This design comes from an exercise in tuning for small area, a short achievable clock period and few clock cycles per item on the open sky130 flow, not from production work.
RTL that was checked went through simulation tests only; none was proved equivalent to the original.
No functional check of the RTL was part of run 1.

## flow/design.v (module list and top-level ports; edited modules follow where they fit)
// module dense_layer: 2862 lines
// module dl_fa: 10 lines
// module dl_ha: 9 lines
module dense_layer #(
    parameter int NUM_INPUTS    = 4,
    parameter int NUM_OUTPUTS   = 4,
    parameter int FP_TOTAL_BITS = 16,
    parameter int FP_FRAC_BITS  = 8
) (
    input  logic                                                      clk,
    input  logic                                                      reset,
    input  logic                                                      start,
    input  logic [NUM_INPUTS-1:0][FP_TOTAL_BITS-1:0]                  input_vector,
    input  logic [NUM_OUTPUTS-1:0][NUM_INPUTS-1:0][FP_TOTAL_BITS-1:0] weight_matrix,
    input  logic [NUM_OUTPUTS-1:0][FP_TOTAL_BITS-1:0]                 bias_vector,
    output logic [NUM_OUTPUTS-1:0][FP_TOTAL_BITS-1:0]                 layer_out,
    output logic                                                      busy,
    output logic                                                      done
);
  // ...
==> flow/flow/run.sh <==
#!/bin/bash
# Own flow: the standard layout (standard.sh, unchanged synthesis), with
#  - port buffers of the smallest buffer cell instead of the default delay cell,
#  - a larger setup repair margin, so timing repair works towards a shorter period.
# Every tool writes its full output under orfs/logs/; make's own output goes to flow.log here.
set -uo pipefail
MARGIN=$(cat flow/margin.txt 2>/dev/null || echo 5)
bash standard.sh finish \
  "BUFFER_PORTS_ARGS=-buffer_cell sky130_fd_sc_hd__buf_1" \
  "SETUP_SLACK_MARGIN=$MARGIN" > flow.log 2>&1
rc=$?
cp -r orfs/logs flow_logs 2>/dev/null || true
exit $rc
==> flow/flow/margin.txt <==
5
==> flow/standard.sh <==
#!/bin/bash
# synth_recipe.tcl (not shown) runs the flow's synth.tcl, then flattens the netlist and writes it again
# the make line also repeats each setting of config.mk as NAME=value (left out here)
make -C /OpenROAD-flow-scripts/flow DESIGN_CONFIG=/design/flow/config.mk WORK_HOME=/design/flow/orfs CLKGATE_MAP_FILE= SYNTH_SCRIPT=/design/flow/synth_recipe.tcl "${@:-finish}"
==> flow/config.mk <==
export PLATFORM = sky130hd
export DESIGN_NAME = dense_layer
export DESIGN_NICKNAME = dense_layer
export VERILOG_FILES = /design/flow/design.v
export SDC_FILE = /design/flow/constraint.sdc
export NUM_CORES = 4
export LEC_CHECK = 0
export ABC_AREA = 1
export CAP_MARGIN = 20
export CORE_MARGIN = 2
export CORE_UTILIZATION = 40
export SETUP_SLACK_MARGIN = 5
export SLEW_MARGIN = 20
export SYNTH_HIERARCHICAL = 1
export SYNTH_MINIMUM_KEEP_SIZE = 0
==> flow/constraint.sdc <==
create_clock -name core_clock -period 10.0 [get_ports {clk}]
set_input_delay 2.0000 -clock core_clock [delete_from_list [all_inputs] [get_ports {clk}]]
set_output_delay 2.0000 -clock core_clock [all_outputs]
set_load 0.01 [all_outputs]
==> impl_metrics.py, run 1 <==
metrics = {
    "status": {
        "status": "finished clean",
    },
    "placement": {
        "dp_cells": 5544,
        "placed_area_mm2": 0.04262,
        "dp_slack_ns": 5.691,
    },
    "cells_and_area": {
        "stdcell_count": 5672,
        "drive_above_1_share": 0.04481,
        "regArea_mm2": 0.01354,
        "nFlopsAndLatches": 595,
        "final_nets": 5291,
        "multi_input_area_mm2": 0.02463,
    },
    "synthesis": {
        "synth-compound-area-share": 0.08530,
        "syn_inst": 4015,
        "synth_edf_count": 162,
    },
    "clocking": {
        "cts_root_buf": "clkbuf_16",
        "cts_resized": 0,
        "cts.path.max_buffers": 3,
    },
    "worst_hold_path": {
        "min_from": "wr3[55]$_DFF_P_",
        "whs_endpoint": "wr2[55]$_DFF_P_",
    },
    "detailed_routing": {
        "vias_per_cell": 5.363,
        "dr.max_layer_used": "met5",
    },
    "timing": {
        "slew-limit-headroom": 0.2063,
        "tightest_slew_ns": 1.191,
        "fin_setup_tns_ns": 0,
        "layout_min_cycle_time_ns": 4.462,
        "hold_violations": 0,
    },
    "critical_path": {
        "critPathTopFamily": "buffers and inverters",
        "max_stage_delay_ns": 0.80,
        "r2r_setup_slack_ns": 5.55,
        "crit_end": "busy",
        "startpoint": "r_busy$_SDFF_PN0_",
    },
    "global_route": {
        "grtUsageMet3": 0.06188,
        "met1_usage": 0.3391,
    },
}
==> run 2, diff against run 1 <==
--- a/flow/design.v
+++ b/flow/design.v
@@ -11,51 +11,57 @@
     input  logic [NUM_OUTPUTS-1:0][NUM_INPUTS-1:0][FP_TOTAL_BITS-1:0] weight_matrix,
     input  logic [NUM_OUTPUTS-1:0][FP_TOTAL_BITS-1:0]                 bias_vector,
     output logic [NUM_OUTPUTS-1:0][FP_TOTAL_BITS-1:0]                 layer_out,
     output logic                                                      busy,
     output logic                                                      done
 );
     localparam logic [2:0] C_LAST = 3'd4;
     logic        r_busy, r_done;
+    logic        r_shift;    
+    logic        r_en;       
     logic [2:0]  r_cnt;
     logic [3:0][7:0] e_one, e_two, e_neg;    
     logic [7:0] e_one0, e_one1, e_one2, e_one3, e_two0, e_two1, e_two2, e_two3, e_neg0, e_neg1, e_neg2, e_neg3;
     assign {e_one3, e_one2, e_one1, e_one0} = e_one;
     assign {e_two3, e_two2, e_two1, e_two0} = e_two;
     assign {e_neg3, e_neg2, e_neg1, e_neg0} = e_neg;
     logic [3:0][15:0] wr0, wr1, wr2, wr3;
     logic [15:0] br0, br1, br2, br3;
     logic [15:0] w0_0, w0_1, w0_2, w0_3, b0r;
     logic [15:0] r_out0, r_out1, r_out2;
     logic [33:0] fa_a, fa_b, sum;
     logic [15:0] r_sum;
     logic        sat_hi, sat_lo, r_sat_hi, r_sat_lo;
     logic [15:0] y;
     always_ff @(posedge clk) begin
         if (!reset) begin
-            r_busy <= 1'b0;
-            r_done <= 1'b0;
-            r_cnt  <= '0;
+            r_busy  <= 1'b0;
+            r_done  <= 1'b0;
+            r_cnt   <= '0;
+            r_shift <= 1'b0;
+            r_en    <= 1'b0;
         end else begin
-            r_done <= 1'b0;
+            r_done  <= 1'b0;
+            r_shift <= r_busy | (start & ~r_done);
+            r_en    <= r_busy & (r_cnt != C_LAST);
             if (r_busy) begin
                 r_cnt <= r_cnt + 3'd1;
                 if (r_cnt == C_LAST) begin
                     r_busy <= 1'b0;
                     r_done <= 1'b1;
                 end
             end else if (start && !r_done) begin
                 r_busy <= 1'b1;
                 r_cnt  <= '0;
             end
         end
     end
     always_ff @(posedge clk) begin
-        if (!r_busy) begin
+        if (!r_shift) begin
             for (int j = 0; j < 4; j++)
                 for (int k = 0; k < 8; k++) begin
                     e_neg[j][k] <= input_vector[j][2*k+1];
                     e_one[j][k] <= input_vector[j][2*k] ^ ((k > 0) ? input_vector[j][2*k-1] : 1'b0);
                     e_two[j][k] <= (input_vector[j][2*k+1] & ~input_vector[j][2*k] & ~((k > 0) ? input_vector[j][2*k-1] : 1'b0))
                                  | (~input_vector[j][2*k+1] & input_vector[j][2*k] & ((k > 0) ? input_vector[j][2*k-1] : 1'b0));
                 end
             wr0 <= weight_matrix[0];
@@ -2837,25 +2843,25 @@
     assign fa_b = {1'b0, c1653, s1652, s1650, s1648, s1646, s1644, s1642, s1640, s1638, s1636, s1634, s1632, s1630, s1628, s1626, s1624, s1622, s1620, s1618, s1616, s1614, s1612, s1610, s1608, s1606, s1604, s1602, s1600, s1598, 1'b0, 1'b0, 1'b0, pipe1[1]};
     always_ff @(posedge clk) begin
         pipe1 <= {c1337, c1453, s1336, c1527, s1452, c1451, s1526, c1525, s1524, c1523, s1522, c1521, s1446, s1520, c1519, s1444, c1443, s1518, c1517, s1442, s1516, c1515, s1438, s1514, c1513, c1511, s1434, s1432, s1512, s1510, c1509, c1507, s1430, s1508, s1506, c1505, c1503, s1504, s1502, c1501, c1499, s1500, s1498, c1497, c1495, s1414, s1496, s1494, c1493, c1491, s1408, s1406, s1492, s1490, c1489, c1487, s1402, s1488, s1486, c1485, c1483, s1396, s1484, s1482, c1481, c1479, s1390, s1388, s1480, s1478, c1477, c1475, s1476, s1474, c1473, s1378, s1472, c1471, s1372, s1370, s1470, c1469, c1467, s1366, s1364, s1468, s1466, c1465, s1464, c1463, s1358, s1462, c1461, s1354, s1460, c1459, s1458, c1457, s1456, s1344, c1455, s1342, c1341, s1454, s1338, s1172, s924, s548};
     end
     assign sum = fa_a + fa_b;
     assign sat_hi = (sum[33:23] != {11{sum[33]}}) & ~sum[33];
     assign sat_lo = (sum[33:23] != {11{sum[33]}}) & sum[33];
     always_ff @(posedge clk) begin
-        if (r_busy) begin
+        if (r_en) begin
             r_sum    <= sum[23:8];
             r_sat_hi <= sat_hi;
             r_sat_lo <= sat_lo;
         end
     end
     assign y = r_sat_hi ? 16'h7fff : (r_sat_lo ? 16'h8000 : r_sum);
     always_ff @(posedge clk) begin
-        if (r_busy) begin
+        if (r_en) begin
             r_out0 <= r_out1;
             r_out1 <= r_out2;
             r_out2 <= y;
         end
     end
     assign layer_out = {y, r_out2, r_out1, r_out0};
     assign busy      = r_busy;
     assign done      = r_done;
==> impl_metrics.py, run 2 <==
metrics = {
    "clocking": {
        "clkLatencyLatePin_ns": 0.66,
        "numCtsBuffers": 68,
        "h-tree-depth": 3,
        "cts_root_buf": "clkbuf_16",
        "cts.sinks": 597,
        "cts_tree": "done",
        "ctsHoldBuffers": 0,
        "cts_resized": 0,
        "cts_setup_buffers": 0,
        "cts.clk_slew.worst_paths_ns": 0.06,
        "cts.path.max_buffers": 3,
    },
    "synthesis": {
        "seq_area_frac_synth": 0.3374,
        "netlist_area_mm2": 0.04023,
        "synth_area_leaders": "fa_1, dfxtp_1, edfxtp_1",
        "ys_types": 37,
        "syn_inst": 4061,
        "synth_top_area_frac": 0.2667,
        "synth_commonest_cells": "nand2_1, fa_1, xor2_1, o22ai_1, dfxtp_1",
        "syn_avg_cell_area_um2": 9.905,
        "synth_largest_area_cell": "fa_1",
        "synth_edf_count": 162,
        "yosysMostFrequentCell": "nand2_1",
        "synth.ff_latch_count": 597,
        "ys.flop_type": "dfxtp_1",
        "synthArstFlopShare": 0,
        "ys_warn_count": 7,
    },
    "placement": {
        "numPortBuffers": 452,
        "gp_congestion": 0.9922,
        "dp_hpwl_um": 104700,
        "dp_cells": 5583,
    },
    "timing": {
        "tightest_slew_ns": 1.165,
        "finalMaxSlewViolations": 0,
        "fin_setup_tns_ns": 0,
        "fin_crit_sh": 0.4276,
        "hold_violations": 0,
        "setup_viol": 0,
        "final.setup_skew_ns": 0.04391,
        "layout_min_cycle_time_ns": 4.276,
        "slew-limit-headroom": 0.2231,
        "fmax_mhz": 233.9,
        "grt_setup_unrepaired": "no",
    },
    "critical_path": {
        "cpMostUsedCell": "fa_1",
        "cp_max_fo": 9,
        "max_stage_delay_ns": 0.56,
        "path_cells": "inv_1 > o22ai_1 > xor2_1 > fa_1 > fa_1 > fa_1 > fa_1 > fa_1",
        "crit_path_start_kind": "flop",
        "critical_path_class": "reg2reg",
        "crit_slowest_cell": "o22ai_1",
        "arrival_ns": 4.77,
        "worstPathRequired_ns": 10.49,
        "end_kind": "flop",
    },
    "die": {
        "die_height_um": 321.1,
        "die_w_um": 321.1,
        "dieArea_mm2": 0.1031,
        "core_region_area_mm2": 0.09986,
        "initial_utilization": 0.4028,
        "rows": 116,
        "boundaryPins": 453,
    },
    "run": {
        "maxCapViolations": 0,
    },
    "detailed_routing": {
        "dr.pass1.iters": 7,
        "drt_iter0_drc": 2728,
        "num_vias": 30320,
        "drc": 0,
        "wl_per_cell_um": 23.32,
        "vias_per_cell": 5.314,
        "totalWireLength_um": 133000,
        "antenna_left": 0,
    },
    "global_route": {
        "track_usage": 0.2566,
        "grt_first_pass_wirelength_um": 194800,
        "grt_pass1_vias": 30030,
        "antenna_found_initial": 6,
        "grt_max_degree": 171,
        "overflow": 0,
    },
    "worst_hold_path": {
        "hp-class": "reg2reg",
    },
    "status": {
        "status": "finished clean",
    },
    "cells_and_area": {
        "final_common_cell": "nand2_1",
        "final_nets": 5328,
        "drive_above_1_share": 0.03721,
        "post-route-util": 0.4504,
        "final_cell_mix": "nand2_1, fa_1, xor2_1",
        "largest_register_ffs": 108,
        "stdcell_count": 5706,
        "syn_to_final_growth_pct": 11.80,
        "antenna_cells": 0,
        "top_register": "pipe1",
        "fill_cells": 9713,
    },
}
==> run 2: cell types whose count changed in the layout (fill, tap and decap cells not counted), moves of 5 or more <==
cell       before   now
nor2_2         13     3
nand2_1      1016  1048
nand2_2        11     6
buf_4          14     7
nor2_1        100   119
clkinv_16       6     1
nand3_1        24    32
==> run 2: area by class of cell <==
| class | instances | area (µm²) | area share |
|---|---|---|---|
| Clock inverter | 26 | 271.5 | 0.006037 |
| Timing Repair Buffer | 463 | 1809 | 0.04023 |
| Multi-Input combinational cell | 2958 | 24710 | 0.5494 |
| Clock buffer | 96 | 1969 | 0.04379 |
| Tap cell | 1298 | 1624 | 0.03611 |
| Inverter | 268 | 1013 | 0.02254 |
| Sequential cell | 597 | 13580 | 0.3019 |
==> run 2: modules after synthesis, one instance, submodules excluded <==
module / cells inside / flip-flops and latches / times used / area, µm²
dense_layer: 3507 / 597 / 1 / 29270
dl_fa: 1 / 0 / 536 / 20.02
dl_ha: 1 / 0 / 18 / 12.51
==> run 2: per-stage QoR <==
step | cell area (µm²) | worst slack (ns) | hold WS [ns]
finish | 44970 | 5.724 | 0.4157
global route | 44970 | 5.663 | 0.4366
CTS | 44960 | 5.572 | 0.4207
detailed placement | 42720 | 5.591 | 0.4087
global placement | 42670 | 5.561 | 0.4067
floorplan | 40250 | 6.168 | 0.3988
==> run 2: worst paths after layout <==
path              startpoint               end  slack (ns)  cells after the start
max          wr0[32]$_DFF_P_  pipe1[9]$_DFF_P_        5.72                      8
min          wr1[28]$_DFF_P_   wr0[28]$_DFF_P_        0.42                      2
max reg2reg  wr0[32]$_DFF_P_  pipe1[9]$_DFF_P_        5.72                      8
min reg2reg  wr1[28]$_DFF_P_   wr0[28]$_DFF_P_        0.42                      2
==> run 2: kinds of logic after synthesis <==
family,synth area share
adder cells (fa/ha/maj),0.2820
multiplexers,0.007838
AO/OA/AOI/OAI,0.08463
flip-flops,0.3374
XOR/XNOR,0.1221
buffers and inverters,0.04896
AND/OR/NAND/NOR,0.1169
other,0.00009322
==> run 2: metal layers <==
| metal | up-vias | routed length (µm) | track usage |
|---|---|---|---|
| met4 | 0 | 8647 | 0.1414 |
| met1 | 14710 | 52380 | 0.3327 |
| met5 | - | 0 | 0 |
| met3 | 297 | 13350 | 0.06580 |
| li1 | 13710 | - | - |
| met2 | 1607 | 58660 | 0.3923 |
==> run 2: worst max-delay path: cells and delay by family, from the launching register on <==
| family | cells | cell delay, ns |
|---|---|---|
| xor gates and xnor gates | 1 | 0.31 |
| buffers and inverters | 1 | 0.27 |
| adders and majority gates | 5 | 2.42 |
| DFF | 1 | 0.54 |
| AOI/OAI and AO/OA | 1 | 0.56 |
Testbench counts of run 2, summed over its fixed seeds: cycles 3,576, items 512.
==> run 3, diff against run 2 <==
==> flow/flow/margin.txt (replaced) <==
5.9
--- a/flow/config.mk
+++ b/flow/config.mk
@@ -11,2 +11,4 @@
 export CORE_UTILIZATION = 40
+export CTS_CLUSTER_DIAMETER = 120
+export CTS_CLUSTER_SIZE = 24
 export SETUP_SLACK_MARGIN = 5
==> impl_metrics.py, run 3 <==
metrics = {
    "synthesis": {
        "synth_area_leaders": "fa_1, dfxtp_1, edfxtp_1",
        "synth_largest_area_cell": "fa_1",
        "ys_types": 37,
        "syn_inst": 4061,
        "synth_commonest_cells": "nand2_1, fa_1, xor2_1, o22ai_1, dfxtp_1",
        "ys_warn_count": 7,
        "syn_avg_cell_area_um2": 9.905,
        "ys.flop_type": "dfxtp_1",
        "synth_edf_count": 162,
        "synthArstFlopShare": 0,
        "seq_area_frac_synth": 0.3374,
        "netlist_area_mm2": 0.04023,
        "synth.ff_latch_count": 597,
        "synth_top_area_frac": 0.2667,
        "yosysMostFrequentCell": "nand2_1",
    },
    "detailed_routing": {
        "antenna_left": 0,
        "drc": 0,
        "dr.pass1.iters": 6,
        "vias_per_cell": 5.318,
        "drt_iter0_drc": 2837,
        "num_vias": 30540,
        "wl_per_cell_um": 23.28,
        "totalWireLength_um": 133700,
    },
    "clocking": {
        "clkLatencyLatePin_ns": 0.65,
        "cts.path.max_buffers": 3,
        "h-tree-depth": 2,
        "cts_root_buf": "clkbuf_16",
        "ctsHoldBuffers": 0,
        "cts.clk_slew.worst_paths_ns": 0.09,
        "cts_tree": "done",
        "cts.sinks": 597,
        "numCtsBuffers": 35,
    },
    "cells_and_area": {
        "top_register": "pipe1",
        "stdcell_count": 5744,
        "regArea_mm2": 0.01358,
        "multi_input_area_mm2": 0.02480,
        "drive_above_1_share": 0.05601,
        "post-route-util": 0.4512,
        "final_common_cell": "nand2_1",
        "fill_cells": 9703,
        "final_nets": 5392,
        "final_cell_mix": "nand2_1, fa_1, xor2_1",
        "antenna_cells": 0,
        "largest_register_ffs": 108,
        "syn_to_final_growth_pct": 12.00,
    },
    "critical_path": {
        "crit_buf_inv": 1,
        "path_cells": "inv_1 > o22ai_1 > xor2_1 > fa_1 > fa_1 > fa_1 > fa_1 > fa_1",
        "crit_slowest_cell": "fa_1",
        "max_stage_delay_ns": 0.74,
        "crit_path_start_kind": "flop",
        "end_kind": "flop",
        "worstPathRequired_ns": 10.51,
        "cp_max_fo": 16,
        "critPathTopFamily": "adder cells",
        "arrival_ns": 4.57,
        "r2r_setup_slack_ns": 5.95,
        "critical_path_class": "reg2reg",
        "cpMostUsedCell": "fa_1",
    },
    "timing": {
        "setup_viol": 0,
        "hold_violations": 0,
        "grt_setup_unrepaired": "yes",
        "tightest_slew_ns": 1.111,
        "finalMaxSlewViolations": 0,
        "slew-limit-headroom": 0.2596,
        "fin_setup_tns_ns": 0,
        "layout_min_cycle_time_ns": 4.054,
        "final.setup_skew_ns": 0.04188,
        "fmax_mhz": 246.7,
        "fin_crit_sh": 0.4054,
    },
    "worst_hold_path": {
        "hp-class": "reg2reg",
    },
    "die": {
        "die_height_um": 321.1,
        "initial_utilization": 0.4028,
        "boundaryPins": 453,
        "die_w_um": 321.1,
        "dieArea_mm2": 0.1031,
        "core_region_area_mm2": 0.09986,
        "rows": 116,
    },
    "global_route": {
        "grt_max_degree": 171,
        "grt_first_pass_wirelength_um": 194100,
        "grt_pass1_vias": 29760,
        "track_usage": 0.2552,
        "antenna_found_initial": 6,
        "overflow": 0,
    },
    "run": {
        "maxCapViolations": 0,
    },
    "placement": {
        "dp_hpwl_um": 104700,
        "numPortBuffers": 452,
        "dp_cells": 5583,
        "gp_congestion": 0.9922,
    },
    "status": {
        "status": "finished clean",
    },
}
-- run 3: layout make-up --
cell class	count	area share
clock buffers	50	0.02091
clock inverters	13	0.004388
inverters	268	0.02416
multi-input cells	2958	0.5504
flip-flops and latches	597	0.3015
well taps	1298	0.03605
repair buffers	560	0.06254
-- run 3: cells by family after synthesis --
| kind of cell | after synthesis | synth area share |
|---|---|---|
| XOR/XNOR | 561 | 0.1221 |
| AND/OR/NAND/NOR | 1223 | 0.1169 |
| multiplexers | 28 | 0.007838 |
| other | 1 | 0.00009322 |
| flip-flops | 597 | 0.3374 |
| buffers and inverters | 512 | 0.04896 |
| adder cells (fa/ha/maj) | 585 | 0.2820 |
| AO/OA/AOI/OAI | 554 | 0.08463 |
-- run 3: path summary, 6_finish.rpt --
kind | startpoint | depth (start not counted) | endpoint
setup / recovery | wr0[22]$_DFF_P_ | 8 | pipe1[13]$_DFF_P_
hold / removal | wr3[12]$_DFF_P_ | 2 | wr2[12]$_DFF_P_
setup reg to reg | wr0[22]$_DFF_P_ | 8 | pipe1[13]$_DFF_P_
hold reg to reg | wr3[12]$_DFF_P_ | 2 | wr2[12]$_DFF_P_
-- run 3: layer usage --
metal	global-route usage	routed length, µm	up-vias
met3	0.05591	12900	300
li1	-	-	13820
met2	0.3924	59390	1599
met4	0.1440	8800	0
met1	0.3337	52630	14830
met5	0	0	-
-- run 3: metrics by stage --
step	setup slack [ns]	hold slack, ns	instance area (µm²)
3_3_place_gp	5.561	0.4067	42670
5_1_grt	5.891	0.4399	45050
2_1_floorplan	6.168	0.3988	40250
6_report	5.946	0.4194	45050
4_1_cts	5.903	0.4201	43950
3_5_place_dp	5.591	0.4087	42720
-- run 3: tightest hold or removal path, stage by stage, from the launching register on --
cell and delay (ns):
dfxtp_1 0.31, nand2_1 0.04, nand2_1 0.05
-- run 3: Yosys stat by module, one instance, submodules excluded --
module,flip-flops and latches,times used,area [µm²],cells inside
dense_layer,597,1,29270,3507
dl_ha,0,18,12.51,1
dl_fa,0,536,20.02,1
-- run 3: timing repair --
action / 4_1_cts / 5_1_grt
buffers inserted: 6 / 92
endpoints found under the setup margin: 11 / 34
resized for setup: 2 / 45
pin swaps: 0 / 3
==> run 4, diff against run 3 <==
==> flow/flow/margin.txt (replaced) <==
6.1
==> impl_metrics.py, run 4 <==
metrics = {
    "clocking": {
        "h-tree-depth": 2,
        "cts_root_buf": "clkbuf_16",
        "clkLatencyLatePin_ns": 0.66,
        "cts.path.max_buffers": 3,
        "cts_tree": "done",
        "cts.sinks": 597,
        "numCtsBuffers": 35,
        "cts.clk_slew.worst_paths_ns": 0.09,
    },
    "cells_and_area": {
        "final_cell_mix": "nand2_1, xor2_1, fa_1",
        "design_area_mm2": 0.04831,
        "fill_cells": 9394,
        "syn_to_final_growth_pct": 20.09,
        "drive_above_1_share": 0.1419,
        "final_common_cell": "nand2_1",
        "top_register": "pipe1",
        "final_nets": 5605,
        "largest_register_ffs": 108,
        "antenna_cells": 0,
    },
    "detailed_routing": {
        "antenna_left": 0,
        "drt_iter0_drc": 2978,
        "dr.pass1.iters": 8,
        "drc": 0,
        "num_vias": 31830,
        "vias_per_cell": 5.343,
        "totalWireLength_um": 137800,
        "wl_per_cell_um": 23.13,
    },
    "die": {
        "die_height_um": 321.1,
        "core_region_area_mm2": 0.09986,
        "rows": 116,
        "dieArea_mm2": 0.1031,
        "initial_utilization": 0.4028,
        "die_w_um": 321.1,
        "boundaryPins": 453,
    },
    "critical_path": {
        "max_stage_delay_ns": 0.65,
        "cp_max_fo": 7,
        "end_kind": "flop",
        "r2r_setup_slack_ns": 6.01,
        "r2r-end": "pipe1[9]$_DFF_P_",
        "cpMostUsedCell": "fa_1",
        "critPathTopFamily": "adder cells",
        "path_cells": "clkinvlp_4 > o22ai_2 > xor2_1 > fa_2 > fa_2 > fa_1 > fa_1 > fa_1",
        "crit_slowest_cell": "fa_2",
        "arrival_ns": 4.51,
        "worstPathRequired_ns": 10.51,
        "rr_startpoint": "e_one[0]$_DFFE_PN_",
        "crit_path_start_kind": "flop",
        "critical_path_class": "reg2reg",
        "crit_buf_inv": 1,
        "reg2reg_depth": 8,
    },
    "placement": {
        "dp_hpwl_um": 104700,
        "placed_area_mm2": 0.04272,
        "gp_congestion": 0.9922,
        "dp_slack_ns": 5.591,
        "numPortBuffers": 452,
    },
    "timing": {
        "finalMaxSlewViolations": 0,
        "final.setup_skew_ns": 0.04508,
        "fmax_mhz": 250.3,
        "fin_setup_tns_ns": 0,
        "layout_min_cycle_time_ns": 3.995,
        "slew-limit-headroom": 0.3434,
        "fin_crit_sh": 0.3995,
        "tightest_slew_ns": 0.9849,
        "setup_viol": 0,
        "grt_setup_unrepaired": "yes",
        "worst_slack_ns": 6.005,
        "hold_slack_ns": 0.4191,
        "hold_violations": 0,
    },
    "synthesis": {
        "synthAdderAreaFrac": 0.2820,
        "yosys.area_share.xor_xnor": 0.1221,
        "synth_area_leaders": "fa_1, dfxtp_1, edfxtp_1",
        "ys_types": 37,
        "synth-compound-area-share": 0.08463,
        "synth_edf_count": 162,
        "synth_commonest_cells": "nand2_1, fa_1, xor2_1, o22ai_1, dfxtp_1",
        "yosysMostFrequentCell": "nand2_1",
        "synth_top_family_by_area": "adder cells",
        "yosys-mux-area-fraction": 0.007838,
        "synth_top_area_frac": 0.2667,
        "synth-simple-area-share": 0.1169,
        "ys_warn_count": 7,
        "netlist_area_mm2": 0.04023,
        "syn_inst": 4061,
        "seq_area_frac_synth": 0.3374,
        "synth.ff_latch_count": 597,
        "ys.flop_type": "dfxtp_1",
        "synthArstFlopShare": 0,
        "syn_avg_cell_area_um2": 9.905,
        "synth_largest_area_cell": "fa_1",
    },
    "worst_hold_path": {
        "hold_depth": 2,
        "hp-class": "reg2reg",
        "min_from": "wr3[12]$_DFF_P_",
        "whs_endpoint": "wr2[12]$_DFF_P_",
    },
    "global_route": {
        "antenna_found_initial": 5,
        "grt_max_degree": 171,
        "track_usage": 0.2589,
        "grt_first_pass_wirelength_um": 197200,
        "grt_pass1_vias": 30650,
        "overflow": 0,
    },
    "status": {
        "status": "finished clean",
    },
    "run": {
        "maxCapViolations": 0,
    },
}
## run 4: changes by cell type in the layout (fill, tap and decap cells not counted), moves of 10 or more
cell | before | now
buf_12 | 23 | 86
buf_4 | 82 | 217
clkinvlp_4 | 20 | 111
fa_1 | 536 | 491
fa_2 | 0 | 45
inv_1 | 244 | 163
nand2_1 | 1047 | 1033
nand2_2 | 6 | 17
nor2_1 | 111 | 101
o22ai_1 | 479 | 460
o22ai_2 | 1 | 19
## run 4: timing repair
item / 4_1_cts / 5_1_grt
resized for setup: 69 / 213
cloned: 0 / 11
hold buffers: 0 / 0
buffers inserted: 165 / 135
pin swaps: 3 / 55
endpoints found under the setup margin: 66 / 63
## run 4: worst max-delay path by stage
stage                              from                  to  slack, ns  depth (start not counted)
floorplan            r_shift$_SDFF_PN0_  e_neg[0]$_DFFE_PN_       6.17                          3
global placement    e_neg[12]$_DFFE_PN_   pipe1[22]$_DFF_P_       5.56                          6
detailed placement  e_neg[12]$_DFFE_PN_   pipe1[22]$_DFF_P_       5.59                          6
CTS                 e_one[12]$_DFFE_PN_   pipe1[22]$_DFF_P_       6.06                          8
global route         e_one[4]$_DFFE_PN_   pipe1[22]$_DFF_P_       5.97                          8
finish               e_one[0]$_DFFE_PN_    pipe1[9]$_DFF_P_       6.01                          8
## run 4: cell families after synthesis
kind of cell	count (synthesis)
other	1
and+or+nand+nor	1223
xor gates and xnor gates	561
buffers and inverters	512
AOI/OAI and AO/OA	554
adders and majority gates	585
DFF	597
muxes	28
## run 4: per-stage QoR
| stage | std cells | util |
|---|---|---|
| finish | 5957 | 0.4838 |
| CTS | 5811 | 0.4602 |
| global placement | 5580 | 0.4273 |
| detailed placement | 5583 | 0.4278 |
| floorplan | 4067 | - |
| global route | 5957 | 0.4838 |
## run 4: modules after synthesis, one instance, submodules excluded
module	cells	flops+latches	times used	cell area [µm²]
dl_fa	1	0	536	20.02
dl_ha	1	0	18	12.51
dense_layer	3507	597	1	29270
## run 4: final cells by class
type	instances	area [µm²]	area share
Sequential cell	597	13600	0.2815
Timing Repair Buffer	762	5137	0.1063
Multi-Input combinational cell	2958	25340	0.5245
Clock inverter	13	197.7	0.004092
Timing Repair inverter	11	80.08	0.001658
Tap cell	1298	1624	0.03362
Inverter	268	1393	0.02883
Clock buffer	50	942.2	0.01950
## run 4: worst register-to-register path: cells and delay by family, from the launching register on
| kind | cells | cell delay (ns) |
|---|---|---|
| compound gates | 1 | 0.24 |
| fa+ha+maj | 5 | 2.52 |
| flops | 1 | 0.53 |
| xor+xnor | 1 | 0.27 |
| buf+inv | 1 | 0.30 |
## run 4: routing by layer
metal	share of wire	up-vias	routed length [µm]	track usage
met4	0.071	0	9774	0.1497
li1	-	14250	-	-
met5	0	-	0	0
met2	0.44	1845	61060	0.3996
met3	0.10	392	13920	0.05786
met1	0.38	15340	53020	0.3352
==> run 5, diff against run 4 <==
==> flow/flow/margin.txt (replaced) <==
5
--- a/flow/config.mk
+++ b/flow/config.mk
@@ -14,3 +14,3 @@
 export SETUP_SLACK_MARGIN = 5
-export SLEW_MARGIN = 20
+export SLEW_MARGIN = 60
 export SYNTH_HIERARCHICAL = 1
==> impl_metrics.py, run 5 <==
metrics = {
    "global_route": {
        "grt_max_degree": 93,
        "overflow": 0,
        "grt_pass1_vias": 29750,
        "track_usage": 0.2543,
        "grt_first_pass_wirelength_um": 192800,
        "antenna_found_initial": 5,
    },
    "clocking": {
        "cts.path.max_buffers": 3,
        "cts_root_buf": "clkbuf_16",
        "cts.sinks": 597,
        "numCtsBuffers": 36,
        "ctsHoldBuffers": 0,
        "h-tree-depth": 2,
        "cts_tree": "done",
        "clkLatencyLatePin_ns": 0.64,
        "cts.clk_slew.worst_paths_ns": 0.10,
        "cts_resized": 0,
        "cts_setup_buffers": 0,
    },
    "synthesis": {
        "netlist_area_mm2": 0.04023,
        "synth_largest_area_cell": "fa_1",
        "yosysMostFrequentCell": "nand2_1",
        "seq_area_frac_synth": 0.3374,
        "syn_avg_cell_area_um2": 9.905,
        "synth_commonest_cells": "nand2_1, fa_1, xor2_1, o22ai_1, dfxtp_1",
        "ys_types": 37,
        "syn_inst": 4061,
        "synthArstFlopShare": 0,
        "synth.ff_latch_count": 597,
        "ys.flop_type": "dfxtp_1",
        "synth_area_leaders": "fa_1, dfxtp_1, edfxtp_1",
        "ys_warn_count": 7,
        "synth_top_area_frac": 0.2667,
        "synth_edf_count": 162,
    },
    "critical_path": {
        "arrival_ns": 4.85,
        "max_stage_delay_ns": 0.62,
        "cp_max_fo": 16,
        "cpMostUsedCell": "fa_1",
        "crit_slowest_cell": "o22ai_1",
        "end_kind": "flop",
        "worstPathRequired_ns": 10.50,
        "critical_path_class": "reg2reg",
        "path_cells": "clkinv_1 > o22ai_1 > xor2_1 > fa_1 > fa_1 > fa_1 > fa_1 > fa_1",
        "crit_path_start_kind": "flop",
    },
    "detailed_routing": {
        "wl_per_cell_um": 23.25,
        "drc": 0,
        "antenna_left": 0,
        "totalWireLength_um": 133000,
        "vias_per_cell": 5.277,
        "drt_iter0_drc": 2846,
        "num_vias": 30190,
        "dr.pass1.iters": 5,
    },
    "run": {
        "maxCapViolations": 0,
    },
    "timing": {
        "fin_setup_tns_ns": 0,
        "fmax_mhz": 229.8,
        "grt_setup_unrepaired": "no",
        "hold_violations": 0,
        "fin_crit_sh": 0.4351,
        "tightest_slew_ns": 0.6181,
        "worst_slack_ns": 5.649,
        "slew-limit-headroom": 0.5836,
        "finalMaxSlewViolations": 0,
        "setup_viol": 0,
        "layout_min_cycle_time_ns": 4.351,
        "final.setup_skew_ns": 0.04700,
    },
    "die": {
        "dieArea_mm2": 0.1031,
        "die_height_um": 321.1,
        "initial_utilization": 0.4028,
        "rows": 116,
        "core_region_area_mm2": 0.09986,
        "die_w_um": 321.1,
        "boundaryPins": 453,
    },
    "cells_and_area": {
        "fill_cells": 9710,
        "top_register": "pipe1",
        "final_nets": 5366,
        "drive_above_1_share": 0.05430,
        "post-route-util": 0.4465,
        "largest_register_ffs": 108,
        "multi_input_area_mm2": 0.02475,
        "final_common_cell": "nand2_1",
        "regArea_mm2": 0.01358,
        "syn_to_final_growth_pct": 10.85,
        "final_cell_mix": "nand2_1, fa_1, xor2_1",
    },
    "placement": {
        "dp_hpwl_um": 106600,
        "dp_slack_ns": 5.920,
        "gp_congestion": 0.9922,
        "numPortBuffers": 452,
    },
    "status": {
        "status": "finished clean",
    },
    "worst_hold_path": {
        "hp-class": "reg2reg",
    },
}
==> run 5: cell counts after synthesis <==
Identical to the previous run, type by type.
==> run 5: area by class of cell <==
class | instances | share of cell area
diodes | 3 | 0.0001684
clock buffers | 50 | 0.02256
clock inverters | 14 | 0.004153
inverters | 268 | 0.02292
multi-input cells | 2958 | 0.5551
flip-flops and latches | 597 | 0.3045
well taps | 1298 | 0.03642
repair buffers | 533 | 0.05418
==> run 5: cells by family after synthesis <==
logic type               after synthesis  synth area share
AO/OA/AOI/OAI                        554           0.08463
XOR/XNOR                             561            0.1221
adder cells (fa/ha/maj)              585            0.2820
buffers and inverters                512           0.04896
flip-flops                           597            0.3374
multiplexers                          28          0.007838
other                                  1        0.00009322
AND/OR/NAND/NOR                     1223            0.1169
==> run 5: final timing paths <==
kind | from | to | slack (ns) | cells past startpoint
setup / recovery | wr0[33]$_DFF_P_ | pipe1[9]$_DFF_P_ | 5.65 | 8
hold reg to reg | wr3[24]$_DFF_P_ | wr2[24]$_DFF_P_ | 0.42 | 2
setup reg to reg | wr0[33]$_DFF_P_ | pipe1[9]$_DFF_P_ | 5.65 | 8
hold / removal | wr3[24]$_DFF_P_ | wr2[24]$_DFF_P_ | 0.42 | 2
==> run 5: per-module statistics from Yosys, one instance, submodules excluded <==
module       area (µm²)  flops+latches  cells inside
dense_layer       29270            597          3507
dl_ha             12.51              0             1
dl_fa             20.02              0             1
==> run 5: critical path: cells and delay by family, from the launching register on <==
kind | cells | cell delay [ns]
flops | 1 | 0.43
xor+xnor | 1 | 0.29
fa+ha+maj | 5 | 2.39
buf+inv | 1 | 0.47
compound gates | 1 | 0.62
==> run 5: through the flow <==
| stage | hold slack [ns] | cells | instance area, µm² |
|---|---|---|---|
| after floorplan | 0.3988 | 4067 | 40250 |
| after global placement | 0.4067 | 5580 | 42670 |
| after detailed placement | 0.4082 | 5653 | 43360 |
| after CTS | 0.4231 | 5717 | 44560 |
| after global routing | 0.4399 | 5720 | 44590 |
| final | 0.4209 | 5721 | 44590 |
==> run 5: metal layers <==
| metal | GRT usage | part of all wire |
|---|---|---|
| met1 | 0.3296 | 0.40 |
| met2 | 0.4005 | 0.45 |
| met3 | 0.05553 | 0.094 |
| met4 | 0.1312 | 0.060 |
| met5 | 0 | 0.00012 |
==> run 6, diff against run 5 <==
--- a/flow/config.mk
+++ b/flow/config.mk
@@ -14,3 +14,3 @@
 export SETUP_SLACK_MARGIN = 5
-export SLEW_MARGIN = 60
+export SLEW_MARGIN = 20
 export SYNTH_HIERARCHICAL = 1
==> impl_metrics.py, run 6 <==
metrics = {
    "timing": {
        "layout_min_cycle_time_ns": 4.197,
        "slew-limit-headroom": 0.2226,
        "finalMaxSlewViolations": 0,
        "tightest_slew_ns": 1.166,
        "final.setup_skew_ns": 0.04146,
        "fin_setup_tns_ns": 0,
        "hold_violations": 0,
        "fmax_mhz": 238.3,
        "fin_crit_sh": 0.4197,
        "setup_viol": 0,
        "grt_setup_unrepaired": "no",
    },
    "cells_and_area": {
        "top_register": "pipe1",
        "final_common_cell": "nand2_1",
        "multi_input_area_mm2": 0.02471,
        "fill_cells": 9802,
        "antenna_cells": 0,
        "syn_to_final_growth_pct": 9.061,
        "largest_register_ffs": 108,
        "drive_above_1_share": 0.02483,
        "final_cell_mix": "nand2_1, fa_1, xor2_1",
        "final_nets": 5295,
        "regArea_mm2": 0.01358,
    },
    "clocking": {
        "clkLatencyLatePin_ns": 0.65,
        "cts.sinks": 597,
        "h-tree-depth": 2,
        "numCtsBuffers": 35,
        "ctsHoldBuffers": 0,
        "cts.path.max_buffers": 3,
        "cts_tree": "done",
        "cts_root_buf": "clkbuf_16",
        "cts.clk_slew.worst_paths_ns": 0.09,
        "cts_resized": 0,
        "cts_setup_buffers": 0,
    },
    "placement": {
        "gp_congestion": 0.9922,
        "dp_hpwl_um": 104700,
        "numPortBuffers": 452,
    },
    "detailed_routing": {
        "antenna_left": 0,
        "num_vias": 30220,
        "drc": 0,
        "wl_per_cell_um": 23.50,
        "dr.pass1.iters": 6,
        "drt_iter0_drc": 2699,
        "vias_per_cell": 5.352,
        "totalWireLength_um": 132700,
    },
    "die": {
        "core_region_area_mm2": 0.09986,
        "die_w_um": 321.1,
        "boundaryPins": 453,
        "die_height_um": 321.1,
        "dieArea_mm2": 0.1031,
        "initial_utilization": 0.4028,
        "rows": 116,
    },
    "synthesis": {
        "syn_inst": 4061,
        "synth_area_leaders": "fa_1, dfxtp_1, edfxtp_1",
        "synth.ff_latch_count": 597,
        "ys_warn_count": 7,
        "yosysMostFrequentCell": "nand2_1",
        "netlist_area_mm2": 0.04023,
        "synth_commonest_cells": "nand2_1, fa_1, xor2_1, o22ai_1, dfxtp_1",
        "ys_types": 37,
        "synth_top_area_frac": 0.2667,
        "seq_area_frac_synth": 0.3374,
        "synth_largest_area_cell": "fa_1",
        "synthArstFlopShare": 0,
        "syn_avg_cell_area_um2": 9.905,
        "ys.flop_type": "dfxtp_1",
        "synth_edf_count": 162,
    },
    "critical_path": {
        "crit_path_start_kind": "flop",
        "path_cells": "xnor2_1 > fa_1 > fa_1 > fa_1 > fa_1 > fa_1",
        "worstPathRequired_ns": 10.51,
        "end_kind": "flop",
        "crit_slowest_cell": "edfxtp_1",
        "critical_path_class": "reg2reg",
        "cp_max_fo": 18,
        "arrival_ns": 4.71,
        "rr_startpoint": "e_neg[3]$_DFFE_PN_",
        "r2r-end": "pipe1[13]$_DFF_P_",
        "critPathTopFamily": "adder cells",
        "cpMostUsedCell": "fa_1",
        "reg2reg_depth": 6,
        "r2r_setup_slack_ns": 5.80,
        "crit_buf_inv": 0,
        "max_stage_delay_ns": 1.06,
    },
    "worst_hold_path": {
        "whs_endpoint": "wr2[12]$_DFF_P_",
        "min_from": "wr3[12]$_DFF_P_",
        "hold_depth": 2,
        "hp-class": "reg2reg",
    },
    "global_route": {
        "grt_first_pass_wirelength_um": 194000,
        "grt_max_degree": 171,
        "overflow": 0,
        "track_usage": 0.2550,
        "antenna_found_initial": 6,
        "grt_pass1_vias": 29700,
    },
    "status": {
        "status": "finished clean",
    },
    "run": {
        "maxCapViolations": 0,
    },
}
[run 6: final cells by class]
cell class	count	area share
Timing Repair Buffer	463	0.04124
Clock buffer	50	0.02148
Tap cell	1298	0.03702
Sequential cell	597	0.3095
Multi-Input combinational cell	2958	0.5632
Inverter	268	0.02310
Clock inverter	13	0.004506
[run 6: how the worst max path moves through the flow]
stage | from | end | slack [ns] | cells past startpoint
after detailed placement | e_neg[12]$_DFFE_PN_ | pipe1[22]$_DFF_P_ | 5.59 | 6
after floorplan | r_shift$_SDFF_PN0_ | e_neg[0]$_DFFE_PN_ | 6.17 | 3
after global routing | pipe1[51]$_DFF_P_ | r_sat_hi$_DFFE_PP_ | 5.69 | 17
after global placement | e_neg[12]$_DFFE_PN_ | pipe1[22]$_DFF_P_ | 5.56 | 6
final | e_neg[3]$_DFFE_PN_ | pipe1[13]$_DFF_P_ | 5.80 | 6
after CTS | e_neg[12]$_DFFE_PN_ | pipe1[22]$_DFF_P_ | 5.57 | 6
[run 6: metal layers]
layer,GRT usage,routed length (µm),vias to the layer above
met3,0.05503,12980,293
li1,-,-,13610
met2,0.3916,58470,1609
met4,0.1437,8872,0
met5,0,0,-
met1,0.3345,52400,14710
[run 6: cells by family after synthesis]
logic type / Yosys count / synth area share
simple gates: 1223 / 0.1169
flops: 597 / 0.3374
fa+ha+maj: 585 / 0.2820
xor+xnor: 561 / 0.1221
compound gates: 554 / 0.08463
buf+inv: 512 / 0.04896
mux: 28 / 0.007838
other cells: 1 / 0.00009322
[run 6: worst register-to-register path: stages (launching register included)]
cell and delay (ns):
edfxtp_1 1.06, xnor2_1 0.27, fa_1 0.84, fa_1 0.51, fa_1 0.40, fa_1 0.56, fa_1 0.41
[run 6: metrics by stage]
stage / util / setup WS (ns) / cells / cell area (µm²) / hold WS, ns
after detailed placement: 0.4278 / 5.591 / 5583 / 42720 / 0.4087
after global routing: 0.4393 / 5.688 / 5647 / 43870 / 0.4399
after global placement: 0.4273 / 5.561 / 5580 / 42670 / 0.4067
final: 0.4393 / 5.803 / 5647 / 43870 / 0.4208
after CTS: 0.4392 / 5.570 / 5646 / 43860 / 0.4201
after floorplan: - / 6.168 / 4067 / 40250 / 0.3988
[run 6: per-module statistics from Yosys, one instance, submodules excluded]
module / times used / cells / flops+latches / cell area [µm²]
dl_ha: 18 / 1 / 0 / 12.51
dl_fa: 536 / 1 / 0 / 20.02
dense_layer: 1 / 3507 / 597 / 29270
==> run 7, diff against run 6 <==
==> flow/flow/run.sh (replaced) <==
#!/bin/bash
# Own flow: the standard layout (standard.sh, unchanged synthesis), with
#  - port buffers of the smallest buffer cell instead of the default delay cell,
#  - the setup repair margin from flow/margin.txt, and any further ORFS make
#    variables listed one per line in flow/extra.txt.
# Every tool writes its full output under orfs/logs/; make's own output goes to flow.log here.
set -uo pipefail
MARGIN=$(cat flow/margin.txt 2>/dev/null || echo 5)
EXTRA=()
if [[ -f flow/extra.txt ]]; then
  while IFS= read -r line; do [[ -n "$line" ]] && EXTRA+=("$line"); done < flow/extra.txt
fi
bash standard.sh finish \
  "BUFFER_PORTS_ARGS=-buffer_cell sky130_fd_sc_hd__buf_1" \
  "SETUP_SLACK_MARGIN=$MARGIN" "${EXTRA[@]}" > flow.log 2>&1
rc=$?
cp -r orfs/logs flow_logs 2>/dev/null || true
exit $rc
==> flow/flow/extra.txt (new file) <==
SETUP_MOVE_SEQUENCE=unbuffer,sizeup,swap,buffer
==> flow/flow/margin.txt (replaced) <==
6.0
--- a/flow/config.mk
+++ b/flow/config.mk
@@ -17 +17,2 @@
 export SYNTH_MINIMUM_KEEP_SIZE = 0
+export TNS_END_PERCENT = 0
==> impl_metrics.py, run 7 <==
metrics = {
    "critical_path": {
        "rr_startpoint": "e_one[4]$_DFFE_PN_",
        "r2r_setup_slack_ns": 5.92,
        "arrival_ns": 4.60,
        "end_kind": "flop",
        "critical_path_class": "reg2reg",
        "reg2reg_depth": 8,
        "cp_max_fo": 15,
        "worstPathRequired_ns": 10.52,
        "crit_path_start_kind": "flop",
        "r2r-end": "pipe1[70]$_DFF_P_",
    },
    "synthesis": {
        "seq_area_frac_synth": 0.3374,
        "synth_area_leaders": "fa_1, dfxtp_1, edfxtp_1",
        "synth_commonest_cells": "nand2_1, fa_1, xor2_1, o22ai_1, dfxtp_1",
        "synth_edf_count": 162,
        "synth.ff_latch_count": 597,
        "syn_avg_cell_area_um2": 9.905,
        "synth_top_area_frac": 0.2667,
        "yosysMostFrequentCell": "nand2_1",
        "ys_warn_count": 7,
        "ys.flop_type": "dfxtp_1",
        "syn_inst": 4061,
        "synth_largest_area_cell": "fa_1",
        "ys_types": 37,
        "netlist_area_mm2": 0.04023,
        "synthArstFlopShare": 0,
    },
    "clocking": {
        "cts_tree": "done",
        "cts_root_buf": "clkbuf_16",
        "cts.clk_slew.worst_paths_ns": 0.10,
        "clkLatencyLatePin_ns": 0.65,
        "numCtsBuffers": 35,
        "h-tree-depth": 2,
        "cts.path.max_buffers": 3,
        "cts.sinks": 597,
    },
    "die": {
        "die_height_um": 321.1,
        "dieArea_mm2": 0.1031,
        "rows": 116,
        "core_region_area_mm2": 0.09986,
        "boundaryPins": 453,
        "die_w_um": 321.1,
        "initial_utilization": 0.4028,
    },
    "detailed_routing": {
        "drc": 0,
        "drt_iter0_drc": 2671,
        "dr.pass1.iters": 6,
        "vias_per_cell": 5.310,
        "totalWireLength_um": 134600,
        "wl_per_cell_um": 23.03,
        "num_vias": 31030,
        "antenna_left": 0,
    },
    "status": {
        "status": "finished clean",
    },
    "timing": {
        "worst_slack_ns": 5.922,
        "grt_setup_unrepaired": "yes",
        "finalMaxSlewViolations": 0,
        "hold_violations": 0,
        "fin_crit_sh": 0.4078,
        "layout_min_cycle_time_ns": 4.078,
        "final.setup_skew_ns": 0.04220,
        "hold_slack_ns": 0.4209,
        "fin_setup_tns_ns": 0,
        "fmax_mhz": 245.2,
        "setup_viol": 0,
        "slew-limit-headroom": 0.2875,
        "tightest_slew_ns": 1.069,
    },
    "global_route": {
        "track_usage": 0.2557,
        "grt_pass1_vias": 29850,
        "grt_max_degree": 171,
        "antenna_found_initial": 7,
        "overflow": 0,
        "grt_first_pass_wirelength_um": 194700,
    },
    "cells_and_area": {
        "top_register": "pipe1",
        "largest_register_ffs": 108,
        "multi_input_area_mm2": 0.02490,
        "fill_cells": 9560,
        "final_common_cell": "nand2_1",
        "final_nets": 5491,
        "drive_above_1_share": 0.09065,
        "regArea_mm2": 0.01359,
        "syn_to_final_growth_pct": 15.46,
        "antenna_cells": 0,
        "final_cell_mix": "nand2_1, fa_1, xor2_1",
        "design_area_mm2": 0.04644,
    },
    "placement": {
        "numPortBuffers": 452,
        "dp_hpwl_um": 104700,
        "placed_area_mm2": 0.04272,
        "gp_congestion": 0.9922,
        "dp_slack_ns": 5.591,
    },
    "worst_hold_path": {
        "hold_depth": 2,
        "whs_endpoint": "wr2[12]$_DFF_P_",
        "min_from": "wr3[12]$_DFF_P_",
        "hp-class": "reg2reg",
    },
    "run": {
        "maxCapViolations": 0,
    },
}
[run 7: worst max-delay path, cell delays in order, from the launching register on]
cell and delay (ns):
edfxtp_1 0.44, clkinvlp_4 0.30, o22ai_1 0.32, xor2_1 0.30, fa_1 0.53, fa_1 0.52
fa_1 0.53, fa_1 0.56, fa_1 0.43
[run 7: timing repair]
| item | in CTS | in global routing |
|---|---|---|
| setup endpoints to repair | 35 | 59 |
| buffers inserted | 29 | 168 |
| hold buffers | 0 | 0 |
| pin swaps | 1 | 16 |
| resized for setup | 4 | 114 |
[run 7: metal layers]
layer	vias up	track usage	wire length, µm
met1	15010	0.3346	52260
met2	1693	0.3926	59920
met4	2	0.1431	8893
li1	14010	-	-
met3	310	0.05749	13490
met5	-	0	12
[run 7: modules after synthesis (local to each module, per instance)]
| module | flip-flops and latches | cells | area, µm² |
|---|---|---|---|
| dense_layer | 597 | 3507 | 29270 |
| dl_fa | 0 | 1 | 20.02 |
| dl_ha | 0 | 1 | 12.51 |
[run 7: cells by family after synthesis]
family          share of synthesized area
mux                              0.007838
simple gates                       0.1169
flops                              0.3374
buf+inv                           0.04896
compound gates                    0.08463
fa+ha+maj                          0.2820
xor+xnor                           0.1221
other cells                    0.00009322
[run 7: how the worst max path moves through the flow]
| stage | start | endpoint | slack [ns] | cells after the start |
|---|---|---|---|---|
| 4_1_cts | pipe1[40]$_DFF_P_ | r_sat_lo$_DFFE_PP_ | 5.96 | 18 |
| 3_3_place_gp | e_neg[12]$_DFFE_PN_ | pipe1[22]$_DFF_P_ | 5.56 | 6 |
| 3_5_place_dp | e_neg[12]$_DFFE_PN_ | pipe1[22]$_DFF_P_ | 5.59 | 6 |
| 5_1_grt | wr0[4]$_DFF_P_ | pipe1[50]$_DFF_P_ | 5.89 | 8 |
| 2_1_floorplan | r_shift$_SDFF_PN0_ | e_neg[0]$_DFFE_PN_ | 6.17 | 3 |
| 6_report | e_one[4]$_DFFE_PN_ | pipe1[70]$_DFF_P_ | 5.92 | 8 |
[run 7: metrics by stage]
stage	std cells	util
after global routing	5843	0.4651
after global placement	5580	0.4273
after floorplan	4067	-
final	5843	0.4651
after CTS	5675	0.4425
after detailed placement	5583	0.4278
[run 7: final cells by class]
| class | count | area share |
|---|---|---|
| tap | 1298 | 0.03497 |
| sequential | 597 | 0.2926 |
| multi-input combinational | 2958 | 0.5361 |
| inverter | 268 | 0.02651 |
| clock inverter | 13 | 0.004257 |
| clock buffer | 50 | 0.02029 |
| timing repair buffer | 659 | 0.08527 |
==> run 8, diff against run 7 <==
==> flow/flow/extra.txt (replaced) <==
SETUP_MOVE_SEQUENCE=unbuffer,sizeup,swap,buffer,split
==> impl_metrics.py, run 8 <==
metrics = {
    "placement": {
        "numPortBuffers": 452,
        "dp_hpwl_um": 104700,
        "gp_congestion": 0.9922,
    },
    "detailed_routing": {
        "num_vias": 30940,
        "vias_per_cell": 5.327,
        "totalWireLength_um": 134300,
        "wl_per_cell_um": 23.12,
        "antenna_left": 0,
        "dr.pass1.iters": 6,
        "drc": 0,
        "drt_iter0_drc": 2779,
    },
    "global_route": {
        "overflow": 0,
        "track_usage": 0.2557,
        "antenna_found_initial": 7,
        "grt_first_pass_wirelength_um": 194700,
        "grt_max_degree": 171,
        "grt_pass1_vias": 29850,
    },
    "synthesis": {
        "ys_types": 37,
        "yosysMostFrequentCell": "nand2_1",
        "ys.flop_type": "dfxtp_1",
        "synth_area_leaders": "fa_1, dfxtp_1, edfxtp_1",
        "ys_warn_count": 7,
        "synth.ff_latch_count": 597,
        "synth_top_area_frac": 0.2667,
        "synth_commonest_cells": "nand2_1, fa_1, xor2_1, o22ai_1, dfxtp_1",
        "netlist_area_mm2": 0.04023,
        "syn_inst": 4061,
        "synthArstFlopShare": 0,
        "synth_edf_count": 162,
        "synth_largest_area_cell": "fa_1",
        "seq_area_frac_synth": 0.3374,
        "syn_avg_cell_area_um2": 9.905,
    },
    "die": {
        "dieArea_mm2": 0.1031,
        "die_w_um": 321.1,
        "die_height_um": 321.1,
        "boundaryPins": 453,
        "core_region_area_mm2": 0.09986,
        "rows": 116,
        "initial_utilization": 0.4028,
    },
    "cells_and_area": {
        "final_common_cell": "nand2_1",
        "largest_register_ffs": 108,
        "antenna_cells": 0,
        "final_cell_mix": "nand2_1, fa_1, xor2_1",
        "fill_cells": 9600,
        "final_nets": 5457,
        "multi_input_area_mm2": 0.02484,
        "regArea_mm2": 0.01358,
        "syn_to_final_growth_pct": 14.26,
        "top_register": "pipe1",
        "post-route-util": 0.4603,
        "drive_above_1_share": 0.07759,
    },
    "critical_path": {
        "worstPathRequired_ns": 10.51,
        "end_kind": "flop",
        "arrival_ns": 4.54,
        "cp_max_fo": 16,
        "critical_path_class": "reg2reg",
        "crit_path_start_kind": "flop",
    },
    "worst_hold_path": {
        "hp-class": "reg2reg",
    },
    "timing": {
        "fin_setup_tns_ns": 0,
        "fin_crit_sh": 0.4025,
        "setup_viol": 0,
        "final.setup_skew_ns": 0.04108,
        "tightest_slew_ns": 1.047,
        "grt_setup_unrepaired": "yes",
        "layout_min_cycle_time_ns": 4.025,
        "fmax_mhz": 248.4,
        "slew-limit-headroom": 0.3021,
        "finalMaxSlewViolations": 0,
        "hold_violations": 0,
    },
    "clocking": {
        "cts_tree": "done",
        "cts.sinks": 597,
        "clkLatencyLatePin_ns": 0.65,
        "h-tree-depth": 2,
        "cts.clk_slew.worst_paths_ns": 0.09,
        "cts.path.max_buffers": 3,
        "cts_root_buf": "clkbuf_16",
        "numCtsBuffers": 35,
        "ctsHoldBuffers": 0,
    },
    "status": {
        "status": "finished clean",
    },
    "run": {
        "maxCapViolations": 0,
    },
}
-- run 8: critical path: stages, from the launching register on --
cell and delay (ns):
dfxtp_1 0.31, inv_1 0.50, o22ai_1 0.18, xor2_1 0.20, fa_1 0.76, fa_1 0.50
fa_1 0.47, fa_1 0.54, fa_1 0.41
-- run 8: what timing repair did --
item | 4_1_cts | 5_1_grt
buffers inserted | 29 | 134
gates cloned | 0 | 0
setup endpoints to repair | 35 | 59
pin swaps | 1 | 2
gates resized for setup | 4 | 80
-- run 8: logic make-up (layout without fill, tap and decap cells) --
family,after synthesis,after routing,synth area share
adders and majority gates,585,585,0.2820
and+or+nand+nor,1223,1223,0.1169
muxes,28,28,0.007838
other,1,7,0.00009322
xor gates and xnor gates,561,561,0.1221
buffers and inverters,512,956,0.04896
DFF,597,597,0.3374
AOI/OAI and AO/OA,554,554,0.08463
-- run 8: per-stage QoR --
step | hold slack (ns) | std cells | setup slack, ns | instance area, µm²
after detailed placement | 0.4087 | 5583 | 5.591 | 42720
after CTS | 0.4201 | 5675 | 5.960 | 44190
final | 0.4223 | 5809 | 5.975 | 45960
after global placement | 0.4067 | 5580 | 5.561 | 42670
after global routing | 0.4399 | 5809 | 5.898 | 45960
after floorplan | 0.3988 | 4067 | 6.168 | 40250
-- run 8: layer usage --
layer	GRT usage	part of all wire	vias up
li1	-	-	13950
met1	0.3346	0.39	14960
met2	0.3926	0.44	1701
met3	0.05749	0.10	330
met4	0.1431	0.067	2
met5	0	0.000089	-
-- run 8: final timing paths --
| path | cells past startpoint | startpoint | end | slack [ns] |
|---|---|---|---|---|
| setup reg to reg | 8 | wr0[9]$_DFF_P_ | pipe1[22]$_DFF_P_ | 5.97 |
| hold reg to reg | 2 | wr3[12]$_DFF_P_ | wr2[12]$_DFF_P_ | 0.42 |
| hold / removal | 2 | wr3[12]$_DFF_P_ | wr2[12]$_DFF_P_ | 0.42 |
| setup / recovery | 8 | wr0[9]$_DFF_P_ | pipe1[22]$_DFF_P_ | 5.97 |
-- run 8: area by class of cell --
cell class / count / share of cell area
Multi-Input combinational cell: 2958 / 0.5403
Sequential cell: 597 / 0.2955
Timing Repair Buffer: 625 / 0.07812
Tap cell: 1298 / 0.03533
Inverter: 268 / 0.02589
Clock buffer: 50 / 0.02050
Clock inverter: 13 / 0.004301
-- run 8: per-module statistics from Yosys (local to each module, per instance) --
module       flip-flops and latches  times used  area [µm²]
dl_ha                             0          18       12.51
dense_layer                     597           1       29270
dl_fa                             0         536       20.02
==> run 9, diff against run 8 <==
==> flow/flow/extra.txt (replaced) <==
SETUP_MOVE_SEQUENCE=unbuffer,sizeup,swap
==> impl_metrics.py, run 9 <==
metrics = {
    "detailed_routing": {
        "drt_iter0_drc": 2629,
        "antenna_left": 0,
        "dr.pass1.iters": 6,
        "wl_per_cell_um": 23.49,
        "num_vias": 30090,
        "vias_per_cell": 5.329,
    },
    "timing": {
        "slew-limit-headroom": 0.2055,
        "tightest_slew_ns": 1.192,
        "fmax_mhz": 242.5,
        "hold_violations": 0,
        "setup_viol": 0,
        "grt_setup_unrepaired": "yes",
        "fin_crit_sh": 0.4124,
        "layout_min_cycle_time_ns": 4.124,
    },
    "critical_path": {
        "reg2reg_depth": 6,
        "rr_startpoint": "e_neg[22]$_DFFE_PN_",
        "startpoint": "e_neg[22]$_DFFE_PN_",
        "max_stage_delay_ns": 1.04,
        "crit_end": "pipe1[39]$_DFF_P_",
        "cpMostUsedCell": "fa_1",
        "r2r-end": "pipe1[39]$_DFF_P_",
        "r2r_setup_slack_ns": 5.88,
        "crit_path_start_kind": "flop",
        "worstPathRequired_ns": 10.52,
    },
    "die": {
        "die_w_um": 321.1,
        "die_height_um": 321.1,
        "boundaryPins": 453,
        "core_region_area_mm2": 0.09986,
        "initial_utilization": 0.4028,
        "rows": 116,
    },
    "clocking": {
        "cts_setup_buffers": 0,
        "ctsHoldBuffers": 0,
        "h-tree-depth": 2,
        "cts_root_buf": "clkbuf_16",
        "clkLatencyLatePin_ns": 0.65,
        "numCtsBuffers": 35,
        "cts.path.max_buffers": 3,
    },
    "synthesis": {
        "syn_avg_cell_area_um2": 9.905,
        "synth_largest_area_cell": "fa_1",
        "synth_top_area_frac": 0.2667,
        "synth_edf_count": 162,
        "netlist_area_mm2": 0.04023,
        "ys_warn_count": 7,
        "synth.ff_latch_count": 597,
        "synth_commonest_cells": "nand2_1, fa_1, xor2_1, o22ai_1, dfxtp_1",
        "ys.flop_type": "dfxtp_1",
    },
    "worst_hold_path": {
        "hp-class": "reg2reg",
    },
    "status": {
        "status": "finished clean",
    },
    "cells_and_area": {
        "drive_above_1_share": 0.03380,
        "top_register": "pipe1",
        "largest_register_ffs": 108,
        "design_area_mm2": 0.04404,
        "final_cell_mix": "nand2_1, xor2_1, fa_1",
        "final_common_cell": "nand2_1",
    },
    "global_route": {
        "overflow": 0,
        "grt_pass1_vias": 29660,
        "track_usage": 0.2552,
        "antenna_found_initial": 6,
        "grt_first_pass_wirelength_um": 194200,
        "grt_max_degree": 171,
    },
    "placement": {
        "gp_congestion": 0.9922,
        "placed_area_mm2": 0.04272,
        "numPortBuffers": 452,
    },
}
run 9: cell counts after synthesis:
Identical to the previous run, type by type.
run 9: final cells by class:
| type | count | area (µm²) | area share |
|---|---|---|---|
| clock buffer | 50 | 942.2 | 0.02139 |
| timing repair buffer | 463 | 1809 | 0.04108 |
| sequential | 597 | 13580 | 0.3084 |
| clock inverter | 13 | 197.7 | 0.004489 |
| multi-input combinational | 2958 | 24870 | 0.5648 |
| inverter | 268 | 1013 | 0.02301 |
| tap | 1298 | 1624 | 0.03688 |
run 9: worst min-delay path by stage:
stage / from / end / slack (ns) / cells past startpoint
6_report: wr3[12]$_DFF_P_ / wr2[12]$_DFF_P_ / 0.42 / 2
5_1_grt: wr2[60]$_DFF_P_ / wr1[60]$_DFF_P_ / 0.44 / 2
4_1_cts: wr3[24]$_DFF_P_ / wr2[24]$_DFF_P_ / 0.42 / 2
3_5_place_dp: wr2[29]$_DFF_P_ / wr1[29]$_DFF_P_ / 0.41 / 2
3_3_place_gp: wr2[9]$_DFF_P_ / wr1[9]$_DFF_P_ / 0.41 / 2
2_1_floorplan: wr1[62]$_DFF_P_ / wr0[62]$_DFF_P_ / 0.40 / 2
run 9: per-module statistics from Yosys (local to each module, per instance):
module       area, µm²  times used  flops+latches  cells
dense_layer      29270           1            597   3507
dl_fa            20.02         536              0      1
dl_ha            12.51          18              0      1
run 9: per-layer routing:
metal,vias up,track usage,share of wire
li1,13620,-,-
met1,14650,0.3359,0.39
met2,1559,0.3928,0.45
met3,270,0.05409,0.096
met4,0,0.1409,0.064
met5,-,0,0
run 9: critical path, delay by kind of cell, from the launching register on:
kind       cells  cell delay (ns)
xor+xnor       1             0.25
fa+ha+maj      5             2.72
flops          1             1.04
run 9: cells by family after synthesis:
group	Yosys count	synth area share
simple gates	1223	0.1169
flops	597	0.3374
fa+ha+maj	585	0.2820
xor+xnor	561	0.1221
compound gates	554	0.08463
buf+inv	512	0.04896
mux	28	0.007838
other cells	1	0.00009322
run 9: what timing repair did:
action | CTS | global route
hold endpoints to repair | 0 | 0
resized for setup | 20 | 22
pin swaps | 18 | 7
setup endpoints to repair | 35 | 65
run 9: metrics by stage:
stage                     hold WS, ns  worst slack (ns)  instances  utilization
after floorplan                0.3988             6.168       4067            -
after global placement         0.4067             5.561       5580       0.4273
after detailed placement       0.4087             5.591       5583       0.4278
after CTS                      0.4201             5.818       5646       0.4401
after global routing           0.4399             5.806       5647       0.4410
final                          0.4210             5.876       5647       0.4410

==> static timing again, ports no longer ideal <==
In the flow no input, the clock included, has a driving cell. The finished layouts below were timed again as built, in two steps.
Step 1 (the two cells are an assumption about what drives the block):
set clk [get_ports {clk}]
set_driving_cell -lib_cell sky130_fd_sc_hd__clkbuf_16 $clk
set_driving_cell -lib_cell sky130_fd_sc_hd__buf_2 [delete_from_list [all_inputs] $clk]
Step 2 moves the port delays by t, midway between the first and last clock arrival at a register: inputs arrive t later, outputs are due t later. That takes back most of the time a late clock gives input paths.
Slacks: ideal / step 1 / step 2; pairs: ideal / step 1.
run | shift t [ns] | setup WS [ns] | slew at the worst register clock pin (ns) | worst slew at a driven data input, ns
run 1 | 0.719 | 5.538 / 5.468 / 5.552 | 0.07 / 0.07 | 0.07
run 2 | 0.708 | 5.724 / 5.724 / 5.724 | 0.07 / 0.07 | 0.08
run 3 | 0.708 | 5.946 / 5.946 / 5.946 | 0.11 / 0.11 | 0.08
run 4 | 0.710 | 6.005 / 6.005 / 6.005 | 0.11 / 0.11 | 0.08
run 5 | 0.691 | 5.649 / 5.649 / 5.649 | 0.10 / 0.10 | 0.09
run 6 | 0.707 | 5.803 / 5.803 / 5.803 | 0.11 / 0.11 | 0.07
run 7 | 0.710 | 5.922 / 5.922 / 5.922 | 0.11 / 0.11 | 0.07
run 8 | 0.707 | 5.975 / 5.975 / 5.975 | 0.11 / 0.11 | 0.08
run 9 | 0.709 | 5.876 / 5.876 / 5.876 | 0.11 / 0.11 | 0.07
After both steps every run listed still meets setup and hold.
